What follows belongs to an exercise in optimizing a design on an open flow for small area and few clock cycles; a production flow would make more cautious choices. The RTL was checked by simulation tests, not by an equivalence proof against the original design. No activity file was given, so power comes from the tool's default toggle rates.

--- config.mk ---
export PLATFORM = sky130hd
export DESIGN_NAME = sat_bcp_top
export DESIGN_NICKNAME = sat_bcp_top
export VERILOG_FILES = /design/flow/design.v
export SDC_FILE = /design/flow/constraint.sdc
export NUM_CORES = 4
export LEC_CHECK = 0
export ABC_AREA = 1
export CAP_MARGIN = 20
export CORE_MARGIN = 2
export CORE_UTILIZATION = 40
export CTS_BUF_LIST = sky130_fd_sc_hd__clkbuf_4 sky130_fd_sc_hd__clkbuf_8
export GPL_TIMING_DRIVEN = 0
export SLEW_MARGIN = 20
--- constraint.sdc ---
create_clock -name core_clock -period 5.0 [get_ports {clk}]
set_input_delay 1.0000 -clock core_clock [delete_from_list [all_inputs] [get_ports {clk}]]
set_output_delay 1.0000 -clock core_clock [all_outputs]
set_load 0.01 [all_outputs]
--- design.v ---
`default_nettype none
package sat_pkg;
    localparam int LIT_W   = 8;
    localparam int VAR_W   = LIT_W - 1;
    localparam int VAR_MAX = 128;
    localparam int CLA_LEN = 4;
    typedef logic signed [LIT_W-1:0] lit_t;
    typedef lit_t [CLA_LEN-1:0] cla_t;
    typedef enum logic [1:0] {
        UNDEFINED = 2'd0,
        TRUE      = 2'd1,
        FALSE     = 2'd2
    } lit_state_t;
    typedef lit_state_t [CLA_LEN-1:0] state_vec_t;
    typedef enum logic [1:0] {
        CMD_ASSIGN = 2'd0,
        CMD_CLEAR  = 2'd1,
        CMD_EVAL   = 2'd2
    } cmd_op_t;
    typedef struct packed {
        cmd_op_t op;
        lit_t    lit;
        cla_t    cla;
    } bcp_cmd_t;
    typedef enum logic [1:0] {
        SAT        = 2'd0,
        CONFLICT   = 2'd1,
        UNIT       = 2'd2,
        UNRESOLVED = 2'd3
    } cla_status_t;
    typedef struct packed {
        cla_status_t status;
        lit_t        lit;
    } bcp_result_t;
    function automatic logic [VAR_W-1:0] lit_var(input logic [LIT_W-1:0] lit);
        logic [LIT_W-1:0] mag;
        mag = lit[LIT_W-1] ? (~lit + 1'b1) : lit;
        lit_var = mag[VAR_W-1:0];
    endfunction
endpackage
`default_nettype wire
`default_nettype none
module sat_bcp_top (
    input  wire logic        clk,
    input  wire logic        rst_n,
    input  wire logic        cmd_req,
    input  wire logic [41:0] cmd,
    output logic             cmd_ack,
    output logic             res_req,
    output logic [9:0]       res,
    input  wire logic        res_ack
);
    localparam logic [1:0] ST_SAT   = 2'd0;
    localparam logic [1:0] ST_CONF  = 2'd1;
    localparam logic [1:0] ST_UNIT  = 2'd2;
    localparam logic [1:0] ST_UNRES = 2'd3;
    localparam logic [2:0] S_IDLE = 3'd0;
    localparam logic [2:0] S_LIT1 = 3'd1;
    localparam logic [2:0] S_LIT2 = 3'd2;
    localparam logic [2:0] S_LIT3 = 3'd3;
    localparam logic [2:0] S_RDY  = 3'd4;
    logic req_meta, req_sync, ack_meta, ack_sync;
    always_ff @(posedge clk) begin
        if (rst_n) begin
            req_meta <= 1'b0;
            req_sync <= 1'b0;
            ack_meta <= 1'b0;
            ack_sync <= 1'b0;
        end else begin
            req_meta <= cmd_req;
            req_sync <= req_meta;
            ack_meta <= res_ack;
            ack_sync <= ack_meta;
        end
    end
    logic [2:0] step;
    logic [7:0] lit_p;
    logic [7:0] lit_x;
    logic [7:0] lit_y;
    localparam int NGRP = 43;
    localparam logic [4:0] ALLU = 5'b01000;
    logic [NGRP*5-1:0] tbl;
    logic [6:0] pa;
    logic [5:0] grp;
    logic [1:0] pos;
    logic [4:0] gc;
    logic       uu;
    logic [2:0] gd;
    logic [2:0] gv;
    logic       pz;
    logic       rd_def;
    logic       rd_val;
    logic       pu;
    logic       pt;
    assign pa = lit_p[7] ? (~lit_p[6:0] + 7'd1) : lit_p[6:0];
    assign pz = (lit_p == 8'd0);
    always_comb begin
        if (pa[1:0] != 2'd3) begin
            grp = {1'b0, pa[6:2]};
            pos = pa[1:0];
        end else if (pa[3:2] != 2'd3) begin
            grp = 6'd32 + 6'(pa[6:4]);
            pos = pa[3:2];
        end else if (pa[5:4] != 2'd3) begin
            grp = 6'd40 + 6'(pa[6]);
            pos = pa[5:4];
        end else begin
            grp = 6'd42;
            pos = {1'b0, pa[6]};
        end
    end
    logic [NGRP-1:0] gsel;
    always_comb begin
        for (int g = 0; g < NGRP; g++) begin
            gsel[g] = (grp == 6'(g));
        end
    end
    logic [7:0] glo;
    logic [7:0] ghi;
    logic [4:0] gcol [6];
    assign glo = 8'd1 << grp[2:0];
    assign ghi = 8'd1 << grp[5:3];
    always_comb begin
        gc = '0;
        for (int j = 0; j < 6; j++) begin
            gcol[j] = '0;
            for (int i = 0; i < 8; i++) begin
                if (j*8+i < NGRP) begin
                    gcol[j] = gcol[j] | (tbl[(j*8+i)*5 +: 5] & {5{glo[i]}});
                end
            end
            gc = gc | (gcol[j] & {5{ghi[j]}});
        end
    end
    assign uu    = !gc[4] && gc[3];
    assign gd[0] = !uu && (gc[2] || !gc[1]);
    assign gv[0] = gc[0];
    assign gd[1] = !uu && (gc[2] || gc[1]);
    assign gv[1] = gc[2] ? gc[1] : gc[0];
    assign gd[2] = gc[4] || (gc[3] && gc[1]);
    assign gv[2] = gc[4] ? gc[3] : gc[0];
    assign rd_def = pz || gd[pos];
    assign rd_val = !pz && gv[pos];
    assign pu = !rd_def;
    assign pt = rd_def && (rd_val ^ lit_p[7]);
    logic [2:0] nd;
    logic [2:0] nv;
    logic [2:0] pc;
    logic [4:0] wcode;
    always_comb begin
        nd = gd;
        nv = gv;
        nd[pos] = 1'b1;
        nv[pos] = !lit_p[7];
        if (nd[0] && nd[1]) begin
            pc = {1'b1, nv[1], nv[0]};
        end else if (nd[0]) begin
            pc = {2'b00, nv[0]};
        end else begin
            pc = {2'b01, nv[1]};
        end
        if (nd[2] && (nd[0] || nd[1])) begin
            wcode = {1'b1, nv[2], pc};
        end else if (nd[2]) begin
            wcode = {4'b0101, nv[2]};
        end else begin
            wcode = {2'b00, pc};
        end
    end
    function automatic logic [9:0] upd(input logic [9:0] r, input logic u,
                                       input logic t, input logic [7:0] l);
        logic [9:0] n;
        n = r;
        if (r[9:8] != ST_SAT) begin
            if (t) begin
                n = {ST_SAT, 8'd0};
            end else if (u) begin
                if (r[9:8] == ST_CONF) begin
                    n = {ST_UNIT, l};
                end else if (r[9:8] == ST_UNIT) begin
                    n = {ST_UNRES, 8'd0};
                end
            end
        end
        upd = n;
    endfunction
    logic waiting;
    logic is_eval;
    logic res_free;
    logic cap;
    logic wr;
    logic clr;
    logic busy;
    assign busy     = (step == S_LIT1) || (step == S_LIT2) || (step == S_LIT3);
    assign waiting  = req_sync && !cmd_ack;
    assign is_eval  = (cmd[41:40] == 2'd2);
    assign res_free = (step == S_IDLE) && (!res_req || ack_sync);
    assign cap      = waiting && (is_eval ? res_free : !busy);
    assign wr       = cap && (cmd[41:40] == 2'd0);
    assign clr      = rst_n || (cap && (cmd[41:40] == 2'd1));
    always_ff @(posedge clk) begin
        if (rst_n) begin
            cmd_ack <= 1'b0;
            res_req <= 1'b0;
            step    <= S_IDLE;
        end else begin
            if (cap) begin
                cmd_ack <= 1'b1;
            end else if (!req_sync) begin
                cmd_ack <= 1'b0;
            end
            if (res_req && ack_sync) begin
                res_req <= 1'b0;
            end
            case (step)
                S_IDLE: begin
                    if (cap && is_eval) begin
                        step <= S_LIT1;
                    end
                end
                S_LIT1: step <= S_LIT2;
                S_LIT2: step <= S_LIT3;
                default: begin
                    if (!ack_sync) begin
                        res_req <= 1'b1;
                        step    <= S_IDLE;
                    end else begin
                        step    <= S_RDY;
                    end
                end
            endcase
        end
    end
    always_ff @(posedge clk) begin
        if ((cap && is_eval) || busy) begin
            res <= upd(cap ? {ST_CONF, 8'd0} : res, pu, pt, lit_p);
        end
    end
    always_ff @(posedge clk) begin
        if (cap) begin
            lit_p <= cmd[41] ? cmd[15:8] : cmd[39:32];
        end else if (step == S_LIT1 || step == S_LIT2) begin
            lit_p <= lit_x;
        end else begin
            lit_p <= cmd[41] ? cmd[7:0] : cmd[39:32];
        end
        lit_x <= cap ? cmd[23:16] : lit_y;
        lit_y <= cmd[31:24];
    end
    logic [4:0] wcode_q;
    logic       wr_q;
    logic [4:0] wbus;
    always_ff @(posedge clk) begin
        wcode_q <= wcode;
        wr_q    <= wr && !rst_n;
    end
    assign wbus = clr ? ALLU : wcode_q;
    always_ff @(posedge clk) begin
        for (int g = 0; g < NGRP; g++) begin
            if (clr || (wr_q && gsel[g])) begin
                tbl[g*5 +: 5] <= wbus;
            end
        end
    end
endmodule
`default_nettype wire
--- flow/run.sh ---
#!/bin/bash
# The standard ORFS layout (the standard.sh, standard synthesis unchanged), with:
#  - port buffers of the smallest buffer cell,
#  - a clock tree with larger sink clusters, clkbuf_8 buffers and no dummy loads.
# Each step's full output is in orfs/logs; standard.sh's own output is in run_standard.log.
set -euo pipefail
export BUFFER_PORTS_ARGS="-buffer_cell sky130_fd_sc_hd__buf_1"
export CTS_ARGS="-sink_clustering_enable -sink_clustering_size 16 -sink_clustering_max_diameter 60 -repair_clock_nets -dont_use_dummy_load -buf_list {sky130_fd_sc_hd__clkbuf_8}"
bash standard.sh > run_standard.log 2>&1
--- standard.sh ---
#!/bin/bash
# synth_recipe.tcl (not shown) runs the flow's synth.tcl, then flattens the netlist and writes it again
# the make line also repeats each setting of config.mk as NAME=value (left out here)
make -C /OpenROAD-flow-scripts/flow DESIGN_CONFIG=/design/flow/config.mk WORK_HOME=/design/flow/orfs CLKGATE_MAP_FILE= SYNTH_SCRIPT=/design/flow/synth_recipe.tcl "${@:-finish}"
==> reports/qor.yml, run 1 <==
hold_viol_final: 0
hold_ws_ps: 387
p_leak_nw: 5.51
start_kind: "register"
post_cts_buffers: 0
hold_buffers: 0
chipWidth_um: 176
period_needed_ps: 4210
arrival_ps: 4510
power_w: 0.00643
crit_type: "register to register"
crit_required_ps: 5300
cts_made_buffers: 26
syn_area_per_cell_um2: 9.67
endpoint: "res[1]"
cts_tree: "done"
fillCellCount: 2839
coreArea_um2: 29500
max_stage_delay_ps: 400
synthTopCellsByArea: "edfxtp_1 (57%), nand2_1 (15%), dfxtp_1 (6.6%)"
h-tree-depth: 1
die-area_um2: 31100
synth_seq_cells: 264
die_h_um: 176
synth_top_area_share_pct: 56.8
met1_usage_pct: 29.2
drt_iter0_drc: 937
firstDrtPassIters: 5
yosysWarnings: 2
max_slew_margin_pct: 25.1
finalNetCount: 1372
vdd_ir_drop_max_mv: 0.179
cts_root_buf: "clkbuf_8"
ys_types: 37
mappedNetlistNets: 1281
clock_path_buffers: 3
via_count: 8975
antenna_left: 0
grt_first_pass_wirelength_mm: 48.8
worst_pin_slew_ps: 1110
viasPerCell: 5.25
cp-startpoint: "lit_p[0]"
r2r-start: "lit_p[0]"
rrSetupSlack_ps: 790
worstPathMaxFanout: 10
drt-total-wl_mm: 32.0
synth_area_leader_cell: "edfxtp_1"
io_pins: 58
synthCells: 1230
rows: 63
critPathSlowestCell: "o21ai_2"
setup_viol: 0
routedWlPerCell_um: 18.7
rr_endpoint: "res[1]"
clkTransAtPathRegs_ps: 90
portBuffers: 55
power_density_nw_per_um2: 491
clock_sinks: 264
worstSetupEndpointType: "register"
drive_gt1_share_pct: 8.26
use_met2_pct: 33.1
tns_ps: 0
antenna_found_initial: 0
area_growth_pct: 10.2
yosysSeqAreaShare_pct: 63.4
final_core_util_pct: 44.4
place.gp.congestion: 0.888
gr-max-usage-layer: "met2"
cp_common_cell: "nand2_1"
insertedDiodeCount: 0
period_share_pct: 84.3
worst_hold_path_type: "register to register"
cts_resized: 0
dp_hpwl_mm: 22.0
grt_max_degree: 44
route.detailed.drc: 0
grt_pass1_vias: 8401
status: "timing/DRC/antenna clean"
rsz0062_at_grt: "no"
clkLatencyLatePin_ps: 600
grtUsageMet3_pct: 2.80
reg2regPathDepth: 29
syn_area_um2: 11900
overflow: 0
fmaxAchievable_mhz: 237
start_util_pct: 40.3
clock-skew-final_ps: 69.9
grt_usage_pct: 20.7
slew_violations: 0
drv_cap: 0
## metal layers
| metal | share of wire (%) | wire length (um) |
|---|---|---|
| met1 | 44 | 14100 |
| met2 | 46 | 14700 |
| met3 | 7.0 | 2230 |
| met4 | 3.2 | 1010 |
| met5 | 0 | 0 |
## synth_stat cells
cell type / n
a21oi_1: 17
nor2_2: 4
nand4_1: 51
or2_2: 1
o21ai_2: 3
nand3_4: 1
ha_1: 5
dfxtp_1: 39
nand3_2: 1
a21oi_2: 1
buf_6: 9
edfxtp_1: 225
a31oi_1: 8
nor3_1: 5
nand3_1: 86
buf_4: 6
nor4_1: 1
inv_1: 60
clkinv_1: 4
a21boi_2: 1
buf_2: 17
o21ai_4: 1
a221oi_1: 1
a2111oi_0: 1
nand2_1: 468
nor2_1: 97
inv_2: 11
clkbuf_1: 20
nor2_8: 1
o21ai_0: 49
nand2_4: 1
nand2_2: 7
o22ai_1: 8
a21o_1: 8
nor2_4: 6
nor3b_1: 1
o21ai_1: 5
## critical path: cells and delay by family, from the launching register on
kind | cells | cell delay, ps
and+or+nand+nor | 24 | 2490
buffers and inverters | 3 | 450
adders and majority gates | 1 | 240
DFF | 1 | 370
AOI/OAI and AO/OA | 1 | 400
## worst min-delay path by stage
stage | start | end | slack (ps) | cells past startpoint
floorplan | ack_meta | ack_sync | 390 | 2
global placement | req_meta | req_sync | 390 | 2
detailed placement | req_meta | req_sync | 390 | 2
CTS | req_meta | req_sync | 380 | 2
global route | req_meta | req_sync | 430 | 2
finish | req_meta | req_sync | 390 | 2
## cells by family after synthesis
group / after synthesis / share of synthesized area (%)
AND/OR/NAND/NOR: 731 / 26.2
flip-flops: 264 / 63.4
buffers and inverters: 127 / 4.94
AO/OA/AOI/OAI: 103 / 5.01
adder cells (fa/ha/maj): 5 / 0.526
## per-stage QoR
step	worst slack, ps	cells	area, um^2
2_1_floorplan	1810	1230	11900
3_3_place_gp	166	1675	12600
3_5_place_dp	777	1681	12700
4_1_cts	745	1707	13100
5_1_grt	329	1709	13100
6_report	787	1709	13100
## cell type report
type | count | area (um^2) | share of cell area (%)
Timing Repair Buffer | 63 | 332 | 2.53
Multi-Input combinational cell | 839 | 3800 | 29.0
Tap cell | 390 | 488 | 3.72
Clock buffer | 26 | 358 | 2.73
Sequential cell | 264 | 7540 | 57.5
Inverter | 75 | 282 | 2.15
Buffer | 52 | 307 | 2.34
## cells in the final DEF, fill, tap and decap left out, drive strengths merged, types with 5 or more instances in the layout
cell	count
nand3	88
dfxtp	39
a31oi	8
edfxtp	225
o22ai	8
a21oi	18
o21ai	58
inv	71
buf	94
nor2	108
clkbuf	47
ha	5
nand4	51
nand2	476
nor3	5
a21o	8
## where the power goes
part / total (W) / switching (W) / leakage [nW] / internal (W)
Clock: 0.00116 / 0.000697 / 0.187 / 0.000461
Combinational: 0.00227 / 0.00162 / 2.75 / 0.000646
Sequential: 0.00300 / 0.000101 / 2.58 / 0.00290
Total: 0.00643 / 0.00242 / 5.51 / 0.00401
## state kept, by name, summed over array words and instances, names as in the netlist
signal / cells
res: 10
tbl: 215
ack_meta: 1
req_meta: 1
wcode_q: 5
step: 3
lit_x: 8
res_req: 1
lit_p: 8
lit_y: 8
req_sync: 1
cmd_ack: 1
wr_q: 1
ack_sync: 1
Testbench counts, summed over its fixed seeds: cycles 96,000.
==> run 2, diff against run 1 <==
--- a/config.mk
+++ b/config.mk
@@ -8,7 +8,6 @@
 export ABC_AREA = 1
 export CAP_MARGIN = 20
 export CORE_MARGIN = 2
-export CORE_UTILIZATION = 40
+export CORE_UTILIZATION = 65
 export CTS_BUF_LIST = sky130_fd_sc_hd__clkbuf_4 sky130_fd_sc_hd__clkbuf_8
-export GPL_TIMING_DRIVEN = 0
 export SLEW_MARGIN = 20
==> run 2 against run 1 <==
Compared with the run above: still clean; critical path depth decreased by 5; flip-flop and latch count unchanged; sequential share of layout area increased by 2.4 points; combinational power fell by 8%; global-route usage rose by 8.4 points; largest cell class unchanged.
==> reports/qor.yml, run 2 <==
synth_area_leader_cell: "edfxtp_1"
drt_iter0_drc: 1020  # +8.9%
post_cts_buffers: 0  # unchanged
yosysMostFrequentCell: "nand2_1"
design_area_um2: 12600  # -4.1%
syn_area_per_cell_um2: 9.67  # unchanged
synth_seq_cells: 264  # unchanged
worst_hold_path_type: "register to register"
rrSetupSlack_ps: 610  # -180 ps
die_h_um: 139  # -21%
drive_gt1_share_pct: 6.95  # -1.3 points
hold_end: "ack_sync"
via_count: 8799  # -2.0%
clock-skew-final_ps: 53.2  # -16.7 ps
max_flop_register: "tbl"
routedWlPerCell_um: 18.6  # -0.56%
cts_resized: 0  # unchanged
start_kind: "register"
synth_compound_area_share_pct: 5.01  # unchanged
placed_area_um2: 12300  # -3.6%
p_sw_share_pct: 37.4  # -0.27 points
synth_edf_count: 225  # unchanged
finalNetCount: 1333  # -2.8%
area_growth_pct: 5.66
slew_violations: 0  # unchanged
arrival_ps: 4700  # +190 ps
rsz0062_at_grt: "no"
drv_cap: 0  # unchanged
p_sw_w: 0.00229  # -5.6%
io_pins: 58  # unchanged
dp_hpwl_mm: 18.4  # -17%
final_common_cell: "nand2_1"
hold_viol_final: 0  # unchanged
grt_first_pass_wirelength_mm: 44.1  # -9.6%
synth_top_area_share_pct: 56.8  # unchanged
largest_reg_flops: 215  # unchanged
ys_types: 37  # unchanged
antenna_found_initial: 0  # unchanged
tns_ps: 0  # unchanged
fillCellCount: 1385  # -51%
clkPwrFrac_pct: 16.6  # -1.4 points
h-tree-depth: 1  # unchanged
synth.area.mux_share_pct: 0  # unchanged
synthTopCellsByArea: "edfxtp_1 (57%), nand2_1 (15%), dfxtp_1 (6.6%)"
overflow: 0  # unchanged
clock_path_buffers: 3  # unchanged
firstDrtPassIters: 5  # unchanged
cts_root_buf: "clkbuf_8"
yosysSeqAreaShare_pct: 63.4  # unchanged
hold_depth: 2  # unchanged
worstPathMaxFanout: 20  # +10
synth_flop_cell: "edfxtp_1"
grt_usage_pct: 29.1  # +8.4 points
synthSimpleGateAreaFrac_pct: 26.2  # unchanged
crit_type: "register to register"
syn_area_um2: 11900  # unchanged
p_leak_nw: 5.35  # -2.9%
max_slew_margin_pct: 32.0  # +6.9 points
period_needed_ps: 4390  # +181 ps
p_int_w: 0.00383  # -4.4%
insertedDiodeCount: 0  # unchanged
portBuffers: 57  # +3.6%
worstSetupEndpointType: "register"
start_util_pct: 66.2  # +26 points
reg2regPathDepth: 24  # -17%
cts_tree: "done"
die-area_um2: 19400  # -38%
crit_required_ps: 5310  # about the same
place.gp.congestion: 0.966  # +8.7%
ys_async_sr_fraction_pct: 0  # unchanged
synthXorXnorAreaFrac_pct: 0  # unchanged
layout_common_cells: "nand2_1 (468), edfxtp_1 (225), nor2_1 (92)"
clkTransAtPathRegs_ps: 100  # about the same
synth_common_cells: "nand2_1 (468), edfxtp_1 (225), nor2_1 (97), nand3_1 (86), inv_1 (60)"
antenna_left: 0  # unchanged
rows: 49  # -22%
chipWidth_um: 139  # -21%
grt_max_degree: 44  # unchanged
synthCells: 1230  # unchanged
power_frac_seq_pct: 49.2  # +2.5 points
drt-total-wl_mm: 28.1  # -12%
reg_top3: "tbl: 215 flops, res: 10 flops"
clock_sinks: 264  # unchanged
route.detailed.drc: 0  # unchanged
clkLatencyLatePin_ps: 550  # -50 ps
hp-start: "ack_meta"
grt_pass1_vias: 8275  # -1.5%
setup_viol: 0  # unchanged
vdd_ir_drop_max_mv: 0.351  # +96%
r2r-start: "lit_p[7]"
power_density_nw_per_um2: 487  # -0.81%
coreArea_um2: 18000  # -39%
rr_endpoint: "res[8]"
period_share_pct: 87.9  # +3.6 points
cp-startpoint: "lit_p[7]"
hold_buffers: 0  # unchanged
yosys.area_share.adder_pct: 0.526  # unchanged
worst_pin_slew_ps: 1010  # -103 ps
fmaxAchievable_mhz: 228  # -4.1%
status: "timing/DRC/antenna clean"
power_frac_comb_pct: 34.2  # -1.1 points
cts_made_buffers: 21  # -19%
synth_top_family_by_area: "simple AND/OR/NAND/NOR gates"
mappedNetlistNets: 1281  # unchanged
viasPerCell: 5.83  # +11%
yosysWarnings: 2  # unchanged
[run 2: stage by stage]
step	hold WS (ps)	total power [W]	setup WS [ps]	util, %	cells
after floorplan	388	0.00454	1810	-	1230
after global placement	389	0.00507	859	68.3	1487
after detailed placement	399	0.00511	691	68.3	1487
after CTS	412	0.00610	684	69.9	1508
after global routing	436	0.00647	113	70.0	1509
final	411	0.00612	606	70.0	1509
[run 2: power groups by stage]
| stage | combinational (W) | sequential [W] | clock, W |
|---|---|---|---|
| 2_1_floorplan | 0.00151 | 0.00303 | 0 |
| 4_1_cts | 0.00206 | 0.00301 | 0.00103 |
| 6_report | 0.00209 | 0.00301 | 0.00102 |
| 3_5_place_dp | 0.00205 | 0.00306 | 0 |
| 5_1_grt | 0.00232 | 0.00304 | 0.00110 |
| 3_3_place_gp | 0.00203 | 0.00305 | 0 |
[run 2: logic make-up (layout without fill, tap and decap cells)]
kind of cell / after synthesis / after routing
adder cells (fa/ha/maj): 5 / 5
AO/OA/AOI/OAI: 103 / 103
buffers and inverters: 127 / 177
flip-flops: 264 / 264
AND/OR/NAND/NOR: 731 / 731
[run 2: area by class of cell]
| type | count | area [um^2] | share of cell area, % |
|---|---|---|---|
| well taps | 229 | 287 | 2.28 |
| clock buffers | 21 | 289 | 2.30 |
| flip-flops and latches | 264 | 7540 | 60.0 |
| inverters | 75 | 282 | 2.24 |
| multi-input cells | 839 | 3780 | 30.1 |
| repair buffers | 81 | 392 | 3.12 |
[run 2: worst max-delay path, cell delays in order (launching register included)]
cell and delay [ps]:
dfxtp_1 630, inv_2 150, nand2_1 80, a21boi_2 240, nand3_1 180, o21ai_2 110, nand2_1 80, nand2_2 340
nand2_1 230, nor2_4 540, nand2_1 110, nand2_1 90, nor2_1 50, nand2_1 60, nand2_1 80, nand2_1 110
inv_1 70, nand2_1 140, nand2_1 100, nand3_1 90, nand2_2 70, nor2_2 350, nand2_1 90, o21ai_0 90
nor2_1 80
[run 2: worst max path at each step]
stage / to / slack (ps)
final: res[8] / 610
after global routing: res[0] / 110
after CTS: res[8] / 680
after detailed placement: res[8] / 690
after global placement: res[8] / 860
after floorplan: res[6] / 1810
[run 2: per-layer routing]
layer,up-vias,global-route usage (%),wire length (um)
li1,4239,-,-
met1,4105,43.6,12200
met2,402,44.8,12900
met3,53,4.68,2360
met4,0,8.35,651
met5,-,0,0
==> run 3, diff against run 2 <==
--- a/config.mk
+++ b/config.mk
@@ -8,6 +8,6 @@
 export ABC_AREA = 1
 export CAP_MARGIN = 20
 export CORE_MARGIN = 2
-export CORE_UTILIZATION = 65
+export CORE_UTILIZATION = 48
 export CTS_BUF_LIST = sky130_fd_sc_hd__clkbuf_4 sky130_fd_sc_hd__clkbuf_8
 export SLEW_MARGIN = 20
==> run 3 against run 2 <==
Compared with the run above: still clean; synthesized area stayed put; first-iteration DRC count down 27%; worst setup slack got worse by 95 ps; cell count is 6.4% higher; die area increased by 34%; synthesized cell count unchanged; maximum frequency shrank 2.1%; power increased by 1.7%; critical path type unchanged; critical endpoint is now res[6].
==> reports/qor.yml, run 3 <==
setup_viol: 0  # unchanged
antenna_left: 0  # unchanged
final_core_util_pct: 52.3  # -18 points
grt_pass1_vias: 8083  # -2.3%
drt-total-wl_mm: 29.8  # +6.0%
via_count: 8652  # -1.7%
max_slew_margin_pct: 26.3  # -5.7 points
clkLatencyLatePin_ps: 570  # +20 ps
drv_cap: 0  # unchanged
wl_met3_mm: 2.06  # -13%
grt_max_degree: 44  # unchanged
synthTopCellsByArea: "edfxtp_1 (57%), nand2_1 (15%), dfxtp_1 (6.6%)"
worstSetupEndpointType: "register"
synth_common_cells: "nand2_1 (468), edfxtp_1 (225), nor2_1 (97), nand3_1 (86), inv_1 (60)"
cts_made_buffers: 24  # +14%
final_common_cell: "nand2_1"
insertedDiodeCount: 0  # unchanged
yosysMostFrequentCell: "nand2_1"
synth_seq_cells: 264  # unchanged
cts_tree: "done"
overflow: 0  # unchanged
drive_gt1_share_pct: 7.03  # +0.073 points
reg_top3: "tbl: 215 flops, res: 10 flops"
h-tree-depth: 1  # unchanged
die_h_um: 161  # +16%
routed.top_layer: "met4"
hold_buffers: 0  # unchanged
multiInputGateArea_um2: 3780  # unchanged
mappedNetlistNets: 1281  # unchanged
yosysSeqAreaShare_pct: 63.4  # unchanged
chipWidth_um: 161  # +16%
route.detailed.drc: 0  # unchanged
wl_met2_mm: 13.6  # +5.7%
io_pins: 58  # unchanged
dp_hpwl_mm: 19.7  # +7.2%
synthCells: 1230  # unchanged
grt_usage_pct: 22.9  # -6.2 points
layout_common_cells: "nand2_1 (468), edfxtp_1 (225), nor2_1 (92)"
arrival_ps: 4880  # +180 ps
crit_required_ps: 5390  # +80 ps
vdd_ir_drop_max_mv: 0.248  # -29%
p_leak_nw: 5.37  # +0.33%
synth_area_leader_cell: "edfxtp_1"
cts_root_buf: "clkbuf_8"
max_flop_register: "tbl"
largest_reg_flops: 215  # unchanged
place.gp.congestion: 0.877  # -9.2%
power_density_nw_per_um2: 489  # +0.38%
coreArea_um2: 24300  # +35%
period_needed_ps: 4490  # +95.4 ps
tns_ps: 0  # unchanged
clkTransAtPathRegs_ps: 90  # about the same
clock_sinks: 264  # unchanged
met1Wirelength_mm: 13.5  # +10%
synth_top_area_share_pct: 56.8  # unchanged
worst_hold_path_type: "register to register"
power_w: 0.00622  # +1.7%
portBuffers: 57  # unchanged
regArea_um2: 7540  # unchanged
routedWlPerCell_um: 18.6  # -0.30%
ys_async_sr_fraction_pct: 0  # unchanged
fmaxAchievable_mhz: 223  # -2.1%
synth_edf_count: 225  # unchanged
hold_viol_final: 0  # unchanged
clock_path_buffers: 3  # unchanged
post_cts_buffers: 0  # unchanged
clock-skew-final_ps: 60.9  # +7.71 ps
synth_flop_cell: "edfxtp_1"
cts_resized: 0  # unchanged
die-area_um2: 26100  # +34%
antenna_found_initial: 0  # unchanged
status: "timing/DRC/antenna clean"
rsz0062_at_grt: "no"
crit_type: "register to register"
grt_first_pass_wirelength_mm: 46.1  # +4.4%
rows: 57  # +16%
slew_violations: 0  # unchanged
worst_pin_slew_ps: 1090  # +84.6 ps
drt_iter0_drc: 747  # -27%
period_share_pct: 89.8  # +1.9 points
viasPerCell: 5.39  # -7.6%
yosysWarnings: 2  # unchanged
ys_types: 37  # unchanged
finalNetCount: 1334  # +0.075%
worstPathMaxFanout: 21  # +5.0%
fillCellCount: 2267  # +64%
hold_ws_ps: 400  # -11.9 ps
start_util_pct: 48.9  # -17 points
syn_area_per_cell_um2: 9.67  # unchanged
start_kind: "register"
area_growth_pct: 7.01
firstDrtPassIters: 5  # unchanged
syn_area_um2: 11900  # unchanged
-- run 3: cell counts after synthesis --
No cell type changed its count.
-- run 3: worst paths after layout --
kind / startpoint / depth (start not counted) / slack [ps] / to
worst min register to register: ack_meta / 2 / 400 / ack_sync
worst max-delay path: lit_p[7] / 25 / 510 / res[6]
worst max register to register: lit_p[7] / 25 / 510 / res[6]
worst min-delay path: ack_meta / 2 / 400 / ack_sync
-- run 3: metal layers --
metal | vias to the layer above | global-route usage (%)
met4 | 0 | 5.44
met5 | - | 0
met1 | 4044 | 34.6
met2 | 313 | 35.3
li1 | 4243 | -
met3 | 52 | 3.16
-- run 3: layout make-up --
cell class	instances	share of cell area, %
Tap cell	324	3.19
Multi-Input combinational cell	839	29.7
Timing Repair Buffer	79	3.08
Sequential cell	264	59.2
Clock buffer	24	2.60
Inverter	75	2.21
-- run 3: logic make-up after synthesis --
kind of cell,synth area share (%)
flip-flops,63.4
AO/OA/AOI/OAI,5.01
buffers and inverters,4.94
AND/OR/NAND/NOR,26.2
adder cells (fa/ha/maj),0.526
-- run 3: stage by stage --
step                instance area (um^2)  instances  setup WS (ps)
finish                             12700       1605            510
global route                       12700       1605            100
CTS                                12700       1605            542
detailed placement                 12400       1581            567
global placement                   12400       1581            647
floorplan                          11900       1230           1810
-- run 3: worst max-delay path: stages, from the launching register on --
cell and delay, ps:
dfxtp_1 610, inv_2 170, nand2_1 80, a21boi_2 260, nand3_1 180, o21ai_2 110
nand2_1 90, nand2_2 360, nand2_1 230, nor2_4 520, nand2_1 120, nand2_1 90
nor2_1 40, nand2_1 50, nand2_1 50, nand2_1 130, nor2_1 70, nand2_1 120
nand2_2 100, nand3_1 110, nand2_2 70, nor2_2 380, nand2_1 130, nand2_1 100
nand3_1 70, nand2_1 60
-- run 3: where the power goes --
part | switching [W] | internal, W
sequential | 0.000105 | 0.00290
clock | 0.000668 | 0.000428
combinational | 0.00156 | 0.000556
==> run 4, diff against run 3 <==
--- a/config.mk
+++ b/config.mk
@@ -8,6 +8,6 @@
 export ABC_AREA = 1
 export CAP_MARGIN = 20
 export CORE_MARGIN = 2
-export CORE_UTILIZATION = 48
+export CORE_UTILIZATION = 40
 export CTS_BUF_LIST = sky130_fd_sc_hd__clkbuf_4 sky130_fd_sc_hd__clkbuf_8
 export SLEW_MARGIN = 20
==> run 4 against run 3 <==
Compared with the run above: design area is 1.6% higher; critical endpoint is now res[7]; wire length is 0.28% higher; register-to-register slack better by 180 ps; critical path type unchanged; sequential share of layout area is 0.92 points lower; largest power group unchanged; maximum frequency is 4.1% higher; largest cell class unchanged; synthesized cell count stayed put.
==> reports/qor.yml, run 4 <==
status: "timing/DRC/antenna clean"
clock-skew-final_ps: 51.7  # -9.16 ps
period_needed_ps: 4310  # -179 ps
timing.final.ws_setup_ps: 689  # +179 ps
critPathSlowestCell: "a21oi_2"
viasPerCell: 5.23  # -3.0%
reg_top3: "tbl: 215 flops, res: 10 flops"
post-place-ws_ps: 577  # +10.8 ps
worstSetupEndpointType: "register"
max_stage_delay_ps: 450  # -160 ps
grt_usage_pct: 19.3  # -3.6 points
route.detailed.drc: 0  # unchanged
mappedNetlistNets: 1281  # unchanged
clkLatencyLatePin_ps: 570  # about the same
grt_pass1_vias: 8391  # +3.8%
setup_viol: 0  # unchanged
cts_root_buf: "clkbuf_8"
rows: 63  # +11%
arrival_ps: 4700  # -180 ps
grt_max_degree: 57  # +30%
crit_type: "register to register"
tns_ps: 0  # unchanged
cts_made_buffers: 25  # +4.2%
start_kind: "register"
synthCells: 1230  # unchanged
clkTransAtPathRegs_ps: 90  # about the same
rsz0062_at_grt: "no"
ys_async_sr_fraction_pct: 0  # unchanged
h-tree-depth: 1  # unchanged
synthTopCellsByArea: "edfxtp_1 (57%), nand2_1 (15%), dfxtp_1 (6.6%)"
worst_pin_slew_ps: 1100  # +9.83 ps
drive_gt1_share_pct: 7.89  # +0.86 points
synth_top_area_share_pct: 56.8  # unchanged
vdd_ir_drop_max_mv: 0.217  # -13%
die-area_um2: 31100  # +19%
syn_area_um2: 11900  # unchanged
p_leak_nw: 5.43  # +1.2%
hold_buffers: 0  # unchanged
largest_reg_flops: 215  # unchanged
cp_num_buf_inv: 5  # +4
firstDrtPassIters: 5  # unchanged
clock_sinks: 264  # unchanged
coreArea_um2: 29500  # +21%
synth_seq_cells: 264  # unchanged
syn_area_per_cell_um2: 9.67  # unchanged
drv_cap: 0  # unchanged
start_util_pct: 40.3  # -8.6 points
power_density_nw_per_um2: 486  # -0.53%
drt-total-wl_mm: 29.9  # +0.28%
overflow: 0  # unchanged
dp_hpwl_mm: 19.6  # -0.44%
fillCellCount: 2890  # +27%
synth_flop_cell: "edfxtp_1"
yosysSeqAreaShare_pct: 63.4  # unchanged
max_slew_margin_pct: 25.6  # -0.66 points
routedWlPerCell_um: 17.8  # -4.4%
synth_area_leader_cell: "edfxtp_1"
period_share_pct: 86.2  # -3.6 points
antenna_found_initial: 0  # unchanged
synth_edf_count: 225  # unchanged
layout_common_cells: "nand2_1 (468), edfxtp_1 (225), nor2_1 (92)"
cts_tree: "done"
drt_iter0_drc: 901  # +21%
chipWidth_um: 176  # +9.3%
worst_hold_path_type: "register to register"
cp_common_cell: "nand2_1"
crit_required_ps: 5390  # about the same
yosysMostFrequentCell: "nand2_1"
worstPathMaxFanout: 11  # -48%
insertedDiodeCount: 0  # unchanged
final_common_cell: "nand2_1"
max_flop_register: "tbl"
hold_viol_final: 0  # unchanged
portBuffers: 57  # unchanged
finalNetCount: 1346  # +0.90%
slew_violations: 0  # unchanged
area_growth_pct: 8.69
fmaxAchievable_mhz: 232  # +4.1%
path_delay_family: "simple AND/OR/NAND/NOR gates"
grt_first_pass_wirelength_mm: 46.8  # +1.6%
die_h_um: 176  # +9.3%
io_pins: 58  # unchanged
via_count: 8804  # +1.8%
synth_common_cells: "nand2_1 (468), edfxtp_1 (225), nor2_1 (97), nand3_1 (86), inv_1 (60)"
place.gp.congestion: 0.893  # +1.8%
yosysWarnings: 2  # unchanged
ys_types: 37  # unchanged
clock_path_buffers: 3  # unchanged
antenna_left: 0  # unchanged
## run 4: final cells by class
type                    count  area, um^2  share of cell area, %
multi-input cells         840        3800                   29.4
well taps                 390         488                   3.77
clock buffers              25         344                   2.66
inverters                  75         282                   2.18
repair buffers             89         479                   3.71
flip-flops and latches    264        7540                   58.3
## run 4: final timing paths
| kind | from | endpoint | slack, ps | cells after the start |
|---|---|---|---|---|
| worst min register to register | ack_meta | ack_sync | 410 | 2 |
| worst max register to register | lit_p[0] | res[7] | 690 | 29 |
| worst min-delay path | ack_meta | ack_sync | 410 | 2 |
| worst max-delay path | lit_p[0] | res[7] | 690 | 29 |
## run 4: what timing repair did
action	4_1_cts	5_1_grt
buffers inserted	0	3
resized for setup	0	2
setup endpoints to repair	0	7
## run 4: layer usage
metal  vias to the layer above  track usage (%)  share of wire, %
met5                         -                0                 0
met4                         0             5.99               2.7
met3                        53             2.30               6.3
met2                       306             31.0                46
met1                      4189             27.5                45
li1                       4256                -                 -
## run 4: through the flow
step | area, um^2 | std cells | hold WS (ps) | total power [W] | utilization, %
2_1_floorplan | 11900 | 1230 | 388 | 0.00454 | -
3_5_place_dp | 12500 | 1654 | 394 | 0.00518 | 42.5
5_1_grt | 12900 | 1683 | 428 | 0.00669 | 43.9
6_report | 12900 | 1683 | 405 | 0.00628 | 43.9
3_3_place_gp | 12500 | 1654 | 391 | 0.00516 | 42.5
4_1_cts | 12900 | 1679 | 407 | 0.00627 | 43.7
## run 4: logic make-up (layout without fill, tap and decap cells)
kind of cell / Yosys count / after routing / share of synthesized area (%)
DFF: 264 / 264 / 63.4
adders and majority gates: 5 / 5 / 0.526
AOI/OAI and AO/OA: 103 / 103 / 5.01
and+or+nand+nor: 731 / 732 / 26.2
buffers and inverters: 127 / 189 / 4.94
## run 4: worst register-to-register path: cells and delay by family, from the launching register on
family	cells	cell delay (ps)
AO/OA/AOI/OAI	2	680
AND/OR/NAND/NOR	21	2390
flip-flops	1	320
buffers and inverters	5	550
adder cells (fa/ha/maj)	1	220
## run 4: power breakdown
part	switching (W)	internal, W
sequential	0.000109	0.00290
combinational	0.00158	0.000578
clock	0.000670	0.000445
total	0.00236	0.00393
==> run 5, diff against run 4 <==
--- a/config.mk
+++ b/config.mk
@@ -8,6 +8,7 @@
 export ABC_AREA = 1
 export CAP_MARGIN = 20
 export CORE_MARGIN = 2
-export CORE_UTILIZATION = 40
+export CORE_UTILIZATION = 55
 export CTS_BUF_LIST = sky130_fd_sc_hd__clkbuf_4 sky130_fd_sc_hd__clkbuf_8
+export PLACE_DENSITY = 0.75
 export SLEW_MARGIN = 20
==> run 5 against run 4 <==
Compared with the run above: synthesized area unchanged; die area decreased by 27%; power decreased by 2.2%; still clean on timing, DRC and antenna; critical endpoint is now res[6]; wire length decreased by 4.6%; sequential share of layout area increased by 1.3 points; clock-buffer cell count decreased by 4.
==> reports/qor.yml, run 5 <==
insertedDiodeCount: 0  # unchanged
clock_sinks: 264  # unchanged
period_share_pct: 91.6  # +5.3 points
firstDrtPassIters: 8  # +3
ys_async_sr_fraction_pct: 0  # unchanged
final_common_cell: "nand2_1"
cts_tree: "done"
clkLatencyLatePin_ps: 550  # -20 ps
largest_reg_flops: 215  # unchanged
clock-skew-final_ps: 42.4  # -9.38 ps
grt_max_degree: 57  # unchanged
worstPathMaxFanout: 30  # +19
die-area_um2: 22800  # -27%
clkTransAtPathRegs_ps: 90  # about the same
worstSetupEndpointType: "register"
ys_types: 37  # unchanged
yosysSeqAreaShare_pct: 63.4  # unchanged
hold_buffers: 0  # unchanged
cts_resized: 0  # unchanged
layout_common_cells: "nand2_1 (468), edfxtp_1 (225), nor2_1 (92)"
crit_required_ps: 5270  # -120 ps
finalNetCount: 1330  # -1.2%
syn_area_per_cell_um2: 9.67  # unchanged
drv_cap: 0  # unchanged
crit_type: "register to register"
h-tree-depth: 1  # unchanged
arrival_ps: 4850  # +150 ps
max_slew_margin_pct: 22.3  # -3.3 points
area_growth_pct: 6.27
worst_hold_path_type: "register to register"
tns_ps: 0  # unchanged
cts_root_buf: "clkbuf_8"
fmaxAchievable_mhz: 218  # -5.8%
drt_iter0_drc: 858  # -4.8%
mappedNetlistNets: 1281  # unchanged
synth_top_area_share_pct: 56.8  # unchanged
overflow: 0  # unchanged
viasPerCell: 5.64  # +7.8%
p_leak_nw: 5.35  # -1.5%
met1_usage_pct: 37.3  # +9.9 points
drt-total-wl_mm: 28.5  # -4.6%
antenna_found_initial: 0  # unchanged
dp_hpwl_mm: 19.0  # -3.5%
reg_top3: "tbl: 215 flops, res: 10 flops"
use_met2_pct: 39.3  # +8.3 points
routedWlPerCell_um: 18.4  # +3.4%
place.gp.congestion: 0.933  # +4.4%
grt_usage_pct: 25.2  # +5.9 points
synth_seq_cells: 264  # unchanged
slew_violations: 0  # unchanged
hold_viol_final: 0  # unchanged
coreArea_um2: 21200  # -28%
yosysMostFrequentCell: "nand2_1"
die_h_um: 151  # -14%
max_stage_delay_ps: 630  # +180 ps
synth_flop_cell: "edfxtp_1"
period_needed_ps: 4580  # +267 ps
grt_pass1_vias: 7995  # -4.7%
fillCellCount: 1787  # -38%
gr-max-usage-layer: "met2"
status: "timing/DRC/antenna clean"
portBuffers: 57  # unchanged
cp_common_cell: "nand2_1"
grtUsageMet3_pct: 3.40  # +1.1 points
worst_pin_slew_ps: 1150  # +49.6 ps
rsz0062_at_grt: "no"
via_count: 8751  # -0.60%
rows: 53  # -16%
synth_common_cells: "nand2_1 (468), edfxtp_1 (225), nor2_1 (97), nand3_1 (86), inv_1 (60)"
max_flop_register: "tbl"
post_cts_buffers: 0  # unchanged
cts_made_buffers: 21  # -16%
synth_edf_count: 225  # unchanged
synth_area_leader_cell: "edfxtp_1"
drive_gt1_share_pct: 6.73  # -1.2 points
io_pins: 58  # unchanged
synthTopCellsByArea: "edfxtp_1 (57%), nand2_1 (15%), dfxtp_1 (6.6%)"
route.detailed.drc: 0  # unchanged
synthCells: 1230  # unchanged
start_util_pct: 56.2  # +16 points
syn_area_um2: 11900  # unchanged
start_kind: "register"
yosysWarnings: 2  # unchanged
clock_path_buffers: 3  # unchanged
power_density_nw_per_um2: 486  # about the same
critPathSlowestCell: "dfxtp_1"
hold_ws_ps: 411  # +6.17 ps
vdd_ir_drop_max_mv: 0.290  # +34%
chipWidth_um: 151  # -14%
antenna_left: 0  # unchanged
setup_viol: 0  # unchanged
grt_first_pass_wirelength_mm: 43.8  # -6.4%
## run 5: cell counts after synthesis
No cell type changed its count.
## run 5: through the flow
step	total power, W	area, um^2	worst slack, ps	std cells	utilization, %
final	0.00614	12600	422	1552	59.8
after floorplan	0.00454	11900	1810	1230	-
after global routing	0.00650	12600	11.6	1552	59.8
after global placement	0.00510	12300	598	1530	58.4
after CTS	0.00613	12600	497	1551	59.7
after detailed placement	0.00514	12300	514	1530	58.4
## run 5: area by class of cell
class	count	area [um^2]	area share [%]
Inverter	75	282	2.23
Timing Repair Buffer	78	407	3.22
Clock buffer	21	289	2.29
Multi-Input combinational cell	839	3780	29.9
Tap cell	275	344	2.72
Sequential cell	264	7540	59.6
## run 5: final timing paths
path	from	end	slack (ps)	depth (start not counted)
worst max-delay path	lit_p[7]	res[6]	420	27
worst min-delay path	ack_meta	ack_sync	410	2
worst max register to register	lit_p[7]	res[6]	420	27
worst min register to register	ack_meta	ack_sync	410	2
## run 5: kinds of logic after synthesis
group,count (synthesis),share of synthesized area [%]
AOI/OAI and AO/OA,103,5.01
adders and majority gates,5,0.526
DFF,264,63.4
and+or+nand+nor,731,26.2
buffers and inverters,127,4.94
## run 5: where the power goes
| group | switching (W) | total [W] | internal (W) | leakage [nW] |
|---|---|---|---|---|
| logic | 0.00155 | 0.00212 | 0.000569 | 2.62 |
| registers | 0.000107 | 0.00301 | 0.00290 | 2.58 |
| clock network | 0.000642 | 0.00102 | 0.000377 | 0.151 |
| total | 0.00230 | 0.00614 | 0.00385 | 5.35 |
## run 5: per-layer routing
layer	share of wire, %	up-vias
li1	-	4235
met1	43	4090
met2	46	373
met3	9.0	53
met4	2.1	0
met5	0	-
## run 5: critical path: cells and delay by family, from the launching register on
family | cells | cell delay [ps]
simple gates | 22 | 2780
compound gates | 1 | 260
buf+inv | 4 | 610
flops | 1 | 630
==> run 6, diff against run 5 <==
--- a/config.mk
+++ b/config.mk
@@ -10,5 +10,4 @@
 export CORE_MARGIN = 2
 export CORE_UTILIZATION = 55
 export CTS_BUF_LIST = sky130_fd_sc_hd__clkbuf_4 sky130_fd_sc_hd__clkbuf_8
-export PLACE_DENSITY = 0.75
 export SLEW_MARGIN = 20
==> run 6 against run 5 <==
Compared with the run above: still clean; worst setup slack better by 220 ps; non-clock buffer count is 1 higher; wire length is 2.5% higher; flip-flop and latch count stayed put; critical path type unchanged.
==> reports/qor.yml, run 6 <==
layout_common_cells: "nand2_1 (468), edfxtp_1 (225), nor2_1 (92)"
firstDrtPassIters: 5  # -3
fmaxAchievable_mhz: 229  # +5.0%
coreArea_um2: 21200  # unchanged
worstPathMaxFanout: 20  # -33%
placed_area_um2: 12300  # -0.18%
synth_seq_cells: 264  # unchanged
synthCells: 1230  # unchanged
r2r-start: "lit_p[0]"
rows: 53  # unchanged
cp_num_buf_inv: 4  # unchanged
rrSetupSlack_ps: 640  # +220 ps
multiInputGateArea_um2: 3780  # unchanged
post_cts_buffers: 0  # unchanged
dp_hpwl_mm: 19.5  # +3.1%
cp_common_cell: "nand2_1"
cts_made_buffers: 23  # +9.5%
hold_ws_ps: 407  # -4.46 ps
crit_required_ps: 5250  # -20 ps
start_kind: "register"
drv_cap: 0  # unchanged
hold_end: "ack_sync"
portBuffers: 57  # unchanged
tns_ps: 0  # unchanged
yosysWarnings: 2  # unchanged
yosysMostFrequentCell: "nand2_1"
clock_sinks: 264  # unchanged
synth_area_leader_cell: "edfxtp_1"
status: "timing/DRC/antenna clean"
crit_type: "register to register"
synth_edf_count: 225  # unchanged
power_density_nw_per_um2: 488  # +0.29%
routedWlPerCell_um: 18.8  # +2.3%
insertedDiodeCount: 0  # unchanged
hold_buffers: 0  # unchanged
die_h_um: 151  # unchanged
fillCellCount: 1877  # +5.0%
drive_gt1_share_pct: 6.95  # +0.22 points
hold_viol_final: 0  # unchanged
drt-total-wl_mm: 29.2  # +2.5%
syn_area_um2: 11900  # unchanged
viasPerCell: 5.50  # -2.4%
design_area_um2: 12600  # unchanged
finalNetCount: 1333  # +0.23%
cts_root_buf: "clkbuf_8"
largest_reg_flops: 215  # unchanged
rsz0062_at_grt: "no"
synth_flop_cell: "edfxtp_1"
clkTransAtPathRegs_ps: 90  # about the same
hold_depth: 2  # unchanged
yosysSeqAreaShare_pct: 63.4  # unchanged
start_util_pct: 56.2  # unchanged
worst_pin_slew_ps: 1110  # -43.2 ps
grt_usage_pct: 26.0  # +0.74 points
mappedNetlistNets: 1281  # unchanged
slew_violations: 0  # unchanged
cts_tree: "done"
max_flop_register: "tbl"
area_growth_pct: 6.27  # unchanged
die-area_um2: 22800  # unchanged
syn_area_per_cell_um2: 9.67  # unchanged
setup_viol: 0  # unchanged
synthTopCellsByArea: "edfxtp_1 (57%), nand2_1 (15%), dfxtp_1 (6.6%)"
p_leak_nw: 5.36  # +0.14%
period_share_pct: 87.2  # -4.4 points
clock-skew-final_ps: 55.4  # +13.1 ps
reg_top3: "tbl: 215 flops, res: 10 flops"
reg2regPathDepth: 28  # +3.7%
route.detailed.drc: 0  # unchanged
clock_path_buffers: 3  # unchanged
hp-start: "ack_meta"
overflow: 0  # unchanged
io_pins: 58  # unchanged
place.gp.congestion: 0.881  # -5.5%
worst_hold_path_type: "register to register"
grt_first_pass_wirelength_mm: 44.4  # +1.3%
regArea_um2: 7540  # unchanged
clkLatencyLatePin_ps: 540  # about the same
synth_top_area_share_pct: 56.8  # unchanged
vdd_ir_drop_max_mv: 0.258  # -11%
path_delay_family: "simple AND/OR/NAND/NOR gates"
crit_cells: 28  # +3.7%
antenna_left: 0  # unchanged
worstSetupEndpointType: "register"
synth_common_cells: "nand2_1 (468), edfxtp_1 (225), nor2_1 (97), nand3_1 (86), inv_1 (60)"
ys_types: 37  # unchanged
via_count: 8555  # -2.2%
grt_pass1_vias: 7968  # -0.34%
max_stage_delay_ps: 810  # +180 ps
ys_async_sr_fraction_pct: 0  # unchanged
drt_iter0_drc: 781  # -9.0%
h-tree-depth: 1  # unchanged
antenna_found_initial: 0  # unchanged
chipWidth_um: 151  # unchanged
cts_resized: 0  # unchanged
final_common_cell: "nand2_1"
max_slew_margin_pct: 25.2  # +2.9 points
arrival_ps: 4610  # -240 ps
period_needed_ps: 4360  # -218 ps
critPathSlowestCell: "nor2_2"
grt_max_degree: 44  # -23%
rr_endpoint: "res[8]"
[run 6: cell counts after synthesis]
Identical to the previous run, type by type.
[run 6: per-layer routing]
layer / global-route usage (%) / part of all wire (%) / vias to the layer above
li1: - / - / 4227
met1: 37.9 / 45 / 3987
met2: 41.2 / 46 / 288
met3: 3.55 / 6.4 / 53
met4: 7.29 / 2.7 / 0
met5: 0 / 0 / -
[run 6: metrics by stage]
| step | setup WS, ps | std cells | power, W | util, % |
|---|---|---|---|---|
| floorplan | 1810 | 1230 | 0.00454 | - |
| global placement | 780 | 1532 | 0.00513 | 58.3 |
| detailed placement | 624 | 1532 | 0.00515 | 58.3 |
| CTS | 626 | 1555 | 0.00619 | 59.8 |
| global route | 137 | 1555 | 0.00656 | 59.8 |
| finish | 640 | 1555 | 0.00616 | 59.8 |
[run 6: layout make-up]
cell class	instances	area share [%]
flip-flops and latches	264	59.6
multi-input cells	839	29.9
repair buffers	79	3.00
well taps	275	2.72
clock buffers	23	2.50
inverters	75	2.23
[run 6: worst min-delay path, stage by stage (launching register included)]
cell     delay [ps]
dfxtp_1         310
inv_1            40
nor2_1           30
[run 6: worst max path at each step]
stage	startpoint	to	slack, ps
after global routing	lit_p[0]	res[8]	140
after floorplan	lit_p[0]	res[6]	1810
after global placement	lit_p[7]	res[8]	780
final	lit_p[0]	res[8]	640
after detailed placement	lit_p[7]	res[6]	620
after CTS	lit_p[0]	res[1]	630
[run 6: report_power, final]
part / internal [W] / switching [W]
Sequential: 0.00290 / 0.000105
Combinational: 0.000553 / 0.00155
Clock: 0.000410 / 0.000638
[run 6: cells by family (layout without fill, tap and decap cells)]
logic type	count (synthesis)	after routing	synth area share (%)
AO/OA/AOI/OAI	103	103	5.01
adder cells (fa/ha/maj)	5	5	0.526
buffers and inverters	127	177	4.94
flip-flops	264	264	63.4
AND/OR/NAND/NOR	731	731	26.2
==> run 7, diff against run 6 <==
--- a/config.mk
+++ b/config.mk
@@ -10,4 +10,5 @@
 export CORE_MARGIN = 2
 export CORE_UTILIZATION = 55
 export CTS_BUF_LIST = sky130_fd_sc_hd__clkbuf_4 sky130_fd_sc_hd__clkbuf_8
+export GPL_ROUTABILITY_DRIVEN = 0
 export SLEW_MARGIN = 20
==> run 7 against run 6 <==
Compared with the run above: still clean; flip-flop and latch count is the same; worst setup slack lost 110 ps; design area grew 0.38%; wire length shrank 0.26%; synthesized area is the same; via count grew 1.3%; clock-buffer cell count is the same; synthesized cell count is the same; first-iteration DRC count grew 25%; clock skew shrank 15 ps; critical path type unchanged; largest power group unchanged; highest routed layer unchanged.
==> reports/qor.yml, run 7 <==
io_pins: 58  # unchanged
insertedDiodeCount: 0  # unchanged
via_count: 8665  # +1.3%
synthCells: 1230  # unchanged
yosysWarnings: 2  # unchanged
period_share_pct: 89.4  # +2.2 points
h-tree-depth: 1  # unchanged
coreArea_um2: 21200  # unchanged
grt_max_degree: 44  # unchanged
portBuffers: 57  # unchanged
ys_types: 37  # unchanged
crit_required_ps: 5310  # +60 ps
worst_pin_slew_ps: 1050  # -62.3 ps
hold_viol_final: 0  # unchanged
layout_common_cells: "nand2_1 (468), edfxtp_1 (225), nor2_1 (92)"
clkTransAtPathRegs_ps: 90  # about the same
cts_resized: 0  # unchanged
status: "timing/DRC/antenna clean"
synthXorXnorAreaFrac_pct: 0  # unchanged
synth_area_leader_cell: "edfxtp_1"
overflow: 0  # unchanged
vdd_ir_drop_max_mv: 0.262  # +1.6%
grt_pass1_vias: 7899  # -0.87%
die_h_um: 151  # unchanged
grt_first_pass_wirelength_mm: 44.7  # +0.82%
synthSimpleGateAreaFrac_pct: 26.2  # unchanged
synthTopCellsByArea: "edfxtp_1 (57%), nand2_1 (15%), dfxtp_1 (6.6%)"
route.detailed.drc: 0  # unchanged
clock-skew-final_ps: 40.8  # -14.6 ps
die-area_um2: 22800  # unchanged
tns_ps: 0  # unchanged
clock_path_buffers: 3  # unchanged
drive_gt1_share_pct: 7.17  # +0.22 points
synth_top_family_by_area: "simple AND/OR/NAND/NOR gates"
hold_buffers: 0  # unchanged
synth_common_cells: "nand2_1 (468), edfxtp_1 (225), nor2_1 (97), nand3_1 (86), inv_1 (60)"
worst_hold_path_type: "register to register"
antenna_found_initial: 0  # unchanged
routedWlPerCell_um: 18.7  # -0.45%
setup_viol: 0  # unchanged
ys_async_sr_fraction_pct: 0  # unchanged
cts_tree: "done"
drt_iter0_drc: 979  # +25%
rsz0062_at_grt: "no"
syn_area_per_cell_um2: 9.67  # unchanged
synth_compound_area_share_pct: 5.01  # unchanged
synth_flop_cell: "edfxtp_1"
chipWidth_um: 151  # unchanged
rows: 53  # unchanged
power_density_nw_per_um2: 489  # +0.27%
post_cts_buffers: 0  # unchanged
synth.area.mux_share_pct: 0  # unchanged
yosysMostFrequentCell: "nand2_1"
cts_root_buf: "clkbuf_8"
mappedNetlistNets: 1281  # unchanged
reg_top3: "tbl: 215 flops, res: 10 flops"
synth_top_area_share_pct: 56.8  # unchanged
dp_hpwl_mm: 19.2  # -1.6%
yosys.area_share.adder_pct: 0.526  # unchanged
yosysSeqAreaShare_pct: 63.4  # unchanged
crit_type: "register to register"
power_w: 0.00620  # +0.65%
max_flop_register: "tbl"
max_slew_margin_pct: 29.4  # +4.2 points
p_leak_nw: 5.38  # +0.44%
antenna_left: 0  # unchanged
largest_reg_flops: 215  # unchanged
final_common_cell: "nand2_1"
drv_cap: 0  # unchanged
fmaxAchievable_mhz: 224  # -2.5%
worstPathMaxFanout: 20  # unchanged
arrival_ps: 4780  # +170 ps
synth_seq_cells: 264  # unchanged
drt-total-wl_mm: 29.1  # -0.26%
grt_usage_pct: 26.1  # +0.099 points
firstDrtPassIters: 6  # +1
start_util_pct: 56.2  # unchanged
start_kind: "register"
cts_made_buffers: 23  # unchanged
clock_sinks: 264  # unchanged
worstSetupEndpointType: "register"
slew_violations: 0  # unchanged
finalNetCount: 1336  # +0.23%
syn_area_um2: 11900  # unchanged
area_growth_pct: 6.67
clkLatencyLatePin_ps: 560  # +20 ps
period_needed_ps: 4470  # +112 ps
viasPerCell: 5.56  # +1.1%
synth_edf_count: 225  # unchanged
-- run 7: cell type report --
class,count,area (um^2)
sequential,264,7540
clock buffer,23,317
multi-input combinational,839,3780
fill,1841,8470
timing repair buffer,82,427
inverter,75,282
tap,275,344
-- run 7: stage by stage --
step           area [um^2]  instances  util (%)  setup slack [ps]  hold slack [ps]
3_3_place_gp         12400       1535      58.5               610              389
3_5_place_dp         12400       1535      58.5               557              396
2_1_floorplan        11900       1230         -              1810              388
4_1_cts              12700       1558      60.0               552              409
6_report             12700       1558      60.0               528              408
5_1_grt              12700       1558      60.0              60.7              415
-- run 7: path summary, 6_finish.rpt --
kind | startpoint | to | slack [ps] | cells after the start
hold reg to reg | ack_meta | ack_sync | 410 | 2
setup / recovery | lit_p[7] | res[8] | 530 | 25
setup reg to reg | lit_p[7] | res[8] | 530 | 25
hold / removal | ack_meta | ack_sync | 410 | 2
-- run 7: kinds of logic (layout without fill, tap and decap cells) --
kind of cell | Yosys count | count (layout)
buffers and inverters | 127 | 180
adder cells (fa/ha/maj) | 5 | 5
AO/OA/AOI/OAI | 103 | 103
AND/OR/NAND/NOR | 731 | 731
flip-flops | 264 | 264
-- run 7: metal layers --
layer	wire, um	share of wire, %	track usage [%]	up-vias
li1	-	-	-	4247
met2	13200	45	40.1	323
met5	0	0	0	-
met4	624	2.1	6.73	0
met1	13400	46	40.0	4048
met3	1980	6.8	2.68	47
-- run 7: where the power goes --
group          total, W  leakage (nW)  switching (W)  internal (W)
combinational   0.00212          2.64        0.00155      0.000574
sequential      0.00301          2.58       0.000104       0.00290
clock           0.00108         0.165       0.000664      0.000411
total           0.00620          5.38        0.00231       0.00389
-- run 7: critical path: stages, from the launching register on --
cell      delay [ps]
dfxtp_1          610
inv_2            170
nand2_1           80
a21boi_2         270
nand2_2          140
clkinv_1          70
nand3_1          120
nand2_1          100
nand2_2           90
nor2_2           710
buf_4            340
nand3_1           90
nand2_1           90
nor2_1            50
nand2_1           50
nand2_1           50
nand2_1          130
nor2_1            50
nand2_1          130
nand2_2          100
nand3_1          110
nand2_2           70
nor2_2           350
nand2_1           90
o21ai_0           90
nor2_1            60
==> run 8, diff against run 7 <==
--- a/config.mk
+++ b/config.mk
@@ -6,9 +6,8 @@
 export NUM_CORES = 4
 export LEC_CHECK = 0
 export ABC_AREA = 1
-export CAP_MARGIN = 20
+export CAP_MARGIN = 5
 export CORE_MARGIN = 2
 export CORE_UTILIZATION = 55
 export CTS_BUF_LIST = sky130_fd_sc_hd__clkbuf_4 sky130_fd_sc_hd__clkbuf_8
-export GPL_ROUTABILITY_DRIVEN = 0
-export SLEW_MARGIN = 20
+export SLEW_MARGIN = 5
==> run 8 against run 7 <==
Compared with the run above: clock power is essentially flat; die area is the same; register-to-register slack gained 90 ps; worst setup slack gained 90 ps; synthesized cell count is the same; synthesized area is the same; sequential share of layout area grew 0.22 points; maximum frequency grew 2.0%; utilization shrank 0.22 points; non-clock buffer count shrank 3; highest routed layer unchanged.
==> reports/qor.yml, run 8 <==
status: "timing/DRC/antenna clean"
placedCellCount: 1532  # -0.20%
largest_reg_flops: 215  # unchanged
layout_common_cells: "nand2_1 (468), edfxtp_1 (225), nor2_1 (92)"
coreArea_um2: 21200  # unchanged
overflow: 0  # unchanged
yosysWarnings: 2  # unchanged
worstPathMaxFanout: 20  # unchanged
synth_top_family_by_area: "simple AND/OR/NAND/NOR gates"
finalNetCount: 1333  # -0.22%
post-place-ws_ps: 624  # +66.6 ps
synth_seq_cells: 264  # unchanged
fmaxAchievable_mhz: 228  # +2.0%
route.detailed.drc: 0  # unchanged
hold_end: "ack_sync"
rsz0062_at_grt: "no"
p_leak_nw: 5.36  # -0.43%
clock-skew-final_ps: 54.8  # +14.0 ps
cts_resized: 0  # unchanged
p_sw_share_pct: 37.3  # about the same
vdd_ir_drop_max_mv: 0.258  # -1.6%
ys_async_sr_fraction_pct: 0  # unchanged
hold_ws_ps: 407  # -0.728 ps
clock_path_buffers: 3  # unchanged
clock_sinks: 264  # unchanged
grt_first_pass_wirelength_mm: 44.4  # -0.82%
chipWidth_um: 151  # unchanged
synth_edf_count: 225  # unchanged
die_h_um: 151  # unchanged
portBuffers: 57  # unchanged
drt_iter0_drc: 789  # -19%
grt_pass1_vias: 7968  # +0.87%
max_stage_delay_ps: 820  # +110 ps
slew_violations: 0  # unchanged
drive_gt1_share_pct: 6.95  # -0.22 points
yosysSeqAreaShare_pct: 63.4  # unchanged
dp_hpwl_mm: 19.5  # +1.7%
rr_endpoint: "res[8]"
critPathSlowestCell: "nor2_2"
multiInputGateArea_um2: 3780  # unchanged
reg_top3: "tbl: 215 flops, res: 10 flops"
p_sw_w: 0.00230  # -0.62%
wl_met2_mm: 13.2  # +0.26%
clkLatencyLatePin_ps: 540  # -20 ps
h-tree-depth: 1  # unchanged
cp_num_buf_inv: 4  # +1
post_cts_buffers: 0  # unchanged
fin_cells: 1555  # -0.19%
synth_area_leader_cell: "edfxtp_1"
fillCellCount: 1877  # +2.0%
power_frac_comb_pct: 34.2  # about the same
reg2regPathDepth: 28  # +12%
synthXorXnorAreaFrac_pct: 0  # unchanged
crit_type: "register to register"
period_share_pct: 87.6  # -1.8 points
viasPerCell: 5.51  # -0.85%
setup_viol: 0  # unchanged
via_count: 8575  # -1.0%
area_growth_pct: 6.27
start_util_pct: 56.2  # unchanged
met1Wirelength_mm: 13.1  # -2.2%
p_int_w: 0.00387  # -0.53%
antenna_found_initial: 0  # unchanged
wl_met3_mm: 2.08  # +5.5%
syn_area_per_cell_um2: 9.67  # unchanged
mappedNetlistNets: 1281  # unchanged
hold_buffers: 0  # unchanged
yosysMostFrequentCell: "nand2_1"
yosys.area_share.adder_pct: 0.526  # unchanged
hold_depth: 2  # unchanged
routedWlPerCell_um: 18.8  # +0.34%
cp_common_cell: "nand2_1"
synthSimpleGateAreaFrac_pct: 26.2  # unchanged
hold_viol_final: 0  # unchanged
grt_max_degree: 44  # unchanged
arrival_ps: 4640  # -140 ps
cts_root_buf: "clkbuf_8"
tns_ps: 0  # unchanged
crit_cells: 28  # +12%
drt-total-wl_mm: 29.2  # +0.15%
worstSetupEndpointType: "register"
routed.top_layer: "met4"
synth_common_cells: "nand2_1 (468), edfxtp_1 (225), nor2_1 (97), nand3_1 (86), inv_1 (60)"
path_delay_family: "simple AND/OR/NAND/NOR gates"
place.gp.congestion: 0.881
syn_area_um2: 11900  # unchanged
drv_cap: 0  # unchanged
ys_types: 37  # unchanged
design_area_um2: 12600  # -0.38%
synth_compound_area_share_pct: 5.01  # unchanged
insertedDiodeCount: 0  # unchanged
hp-start: "ack_meta"
worst_hold_path_type: "register to register"
synth.area.mux_share_pct: 0  # unchanged
io_pins: 58  # unchanged
cts_made_buffers: 23  # unchanged
clkPwrFrac_pct: 17.0  # -0.3 points
clkTransAtPathRegs_ps: 90  # about the same
max_flop_register: "tbl"
synthTopCellsByArea: "edfxtp_1 (57%), nand2_1 (15%), dfxtp_1 (6.6%)"
grt_usage_pct: 26.0  # -0.099 points
die-area_um2: 22800  # unchanged
final_common_cell: "nand2_1"
firstDrtPassIters: 6  # unchanged
max_slew_margin_pct: 24.3  # -5.1 points
rrSetupSlack_ps: 620  # +90 ps
synthCells: 1230  # unchanged
start_kind: "register"
synth_flop_cell: "edfxtp_1"
crit_required_ps: 5250  # -60 ps
cts_tree: "done"
rows: 53  # unchanged
regArea_um2: 7540  # unchanged
cp-startpoint: "lit_p[0]"
r2r-start: "lit_p[0]"
timing.final.ws_setup_ps: 618  # +89.8 ps
power_frac_seq_pct: 48.8  # +0.3 points
period_needed_ps: 4380  # -89.8 ps
synth_top_area_share_pct: 56.8  # unchanged
placed_area_um2: 12300  # -0.38%
antenna_left: 0  # unchanged
power_density_nw_per_um2: 488  # -0.19%
worst_pin_slew_ps: 1120  # +75.8 ps
[run 8: cell type report]
cell class	instances	share of cell area (%)
inverters	75	2.23
flip-flops and latches	264	59.6
clock buffers	23	2.50
well taps	275	2.72
multi-input cells	839	29.9
repair buffers	79	3.00
[run 8: power by group through the flow]
stage	logic [W]	registers (W)	clock network (W)
after CTS	0.00210	0.00301	0.00108
final	0.00211	0.00301	0.00105
after floorplan	0.00151	0.00303	0
after global routing	0.00237	0.00305	0.00115
after detailed placement	0.00209	0.00306	0
after global placement	0.00208	0.00305	0
[run 8: cell families after synthesis]
kind of cell	count (synthesis)
AND/OR/NAND/NOR	731
AO/OA/AOI/OAI	103
flip-flops	264
adder cells (fa/ha/maj)	5
buffers and inverters	127
[run 8: how the worst max path moves through the flow]
| stage | endpoint |
|---|---|
| finish | res[8] |
| global route | res[8] |
| CTS | res[1] |
| detailed placement | res[6] |
| global placement | res[8] |
| floorplan | res[6] |
[run 8: worst reg2reg max path, delay by kind of cell (launching register included)]
family,cells,cell delay (ps)
and+or+nand+nor,21,2710
buffers and inverters,4,580
adders and majority gates,1,210
AOI/OAI and AO/OA,2,320
DFF,1,320
[run 8: metrics by stage]
step	total power [W]	utilization (%)
finish	0.00617	59.8
global route	0.00656	59.8
CTS	0.00619	59.8
detailed placement	0.00515	58.3
global placement	0.00513	58.3
floorplan	0.00454	-
[run 8: per-layer routing]
metal / vias up / track usage [%]
met5: - / 0
met4: 0 / 7.29
met3: 53 / 3.55
met2: 311 / 41.2
met1: 3981 / 37.9
li1: 4230 / -

## re-timing with driven ports
The results above use ideal ports. As a check the final layouts listed here were re-extracted and re-timed, cells and wires unchanged. Step 1, drivers: a clkbuf_16 drives clk and a buf_2 each remaining input, both assumed. Step 2 times the ports against the registers' clock, not the clock port: input delays grow and output delays shrink by t, the midpoint of the rising clock arrivals with the driver on. Slacks: ideal ports / drivers / drivers and shift; pairs: ideal ports / drivers.
run	shift t [ns]	setup WS [ns]	hold WS [ns]	worst setup path at the end
run 1	0.607	0.787 / 0.787 / 0.787	0.387 / 0.387 / 0.387	register to register
run 2	0.564	0.606 / 0.606 / 0.606	0.411 / 0.411 / 0.411	register to register
run 3	0.587	0.510 / 0.510 / 0.510	0.400 / 0.400 / 0.400	register to register
run 4	0.591	0.689 / 0.689 / 0.689	0.405 / 0.405 / 0.405	register to register
run 5	0.570	0.422 / 0.422 / 0.422	0.411 / 0.411 / 0.411	register to register
run 6	0.562	0.640 / 0.640 / 0.640	0.407 / 0.407 / 0.407	register to register
run 7	0.585	0.528 / 0.528 / 0.528	0.408 / 0.408 / 0.408	register to register
run 8	0.559	0.618 / 0.618 / 0.618	0.407 / 0.407 / 0.407	register to register
After both steps every run listed still meets setup and hold.
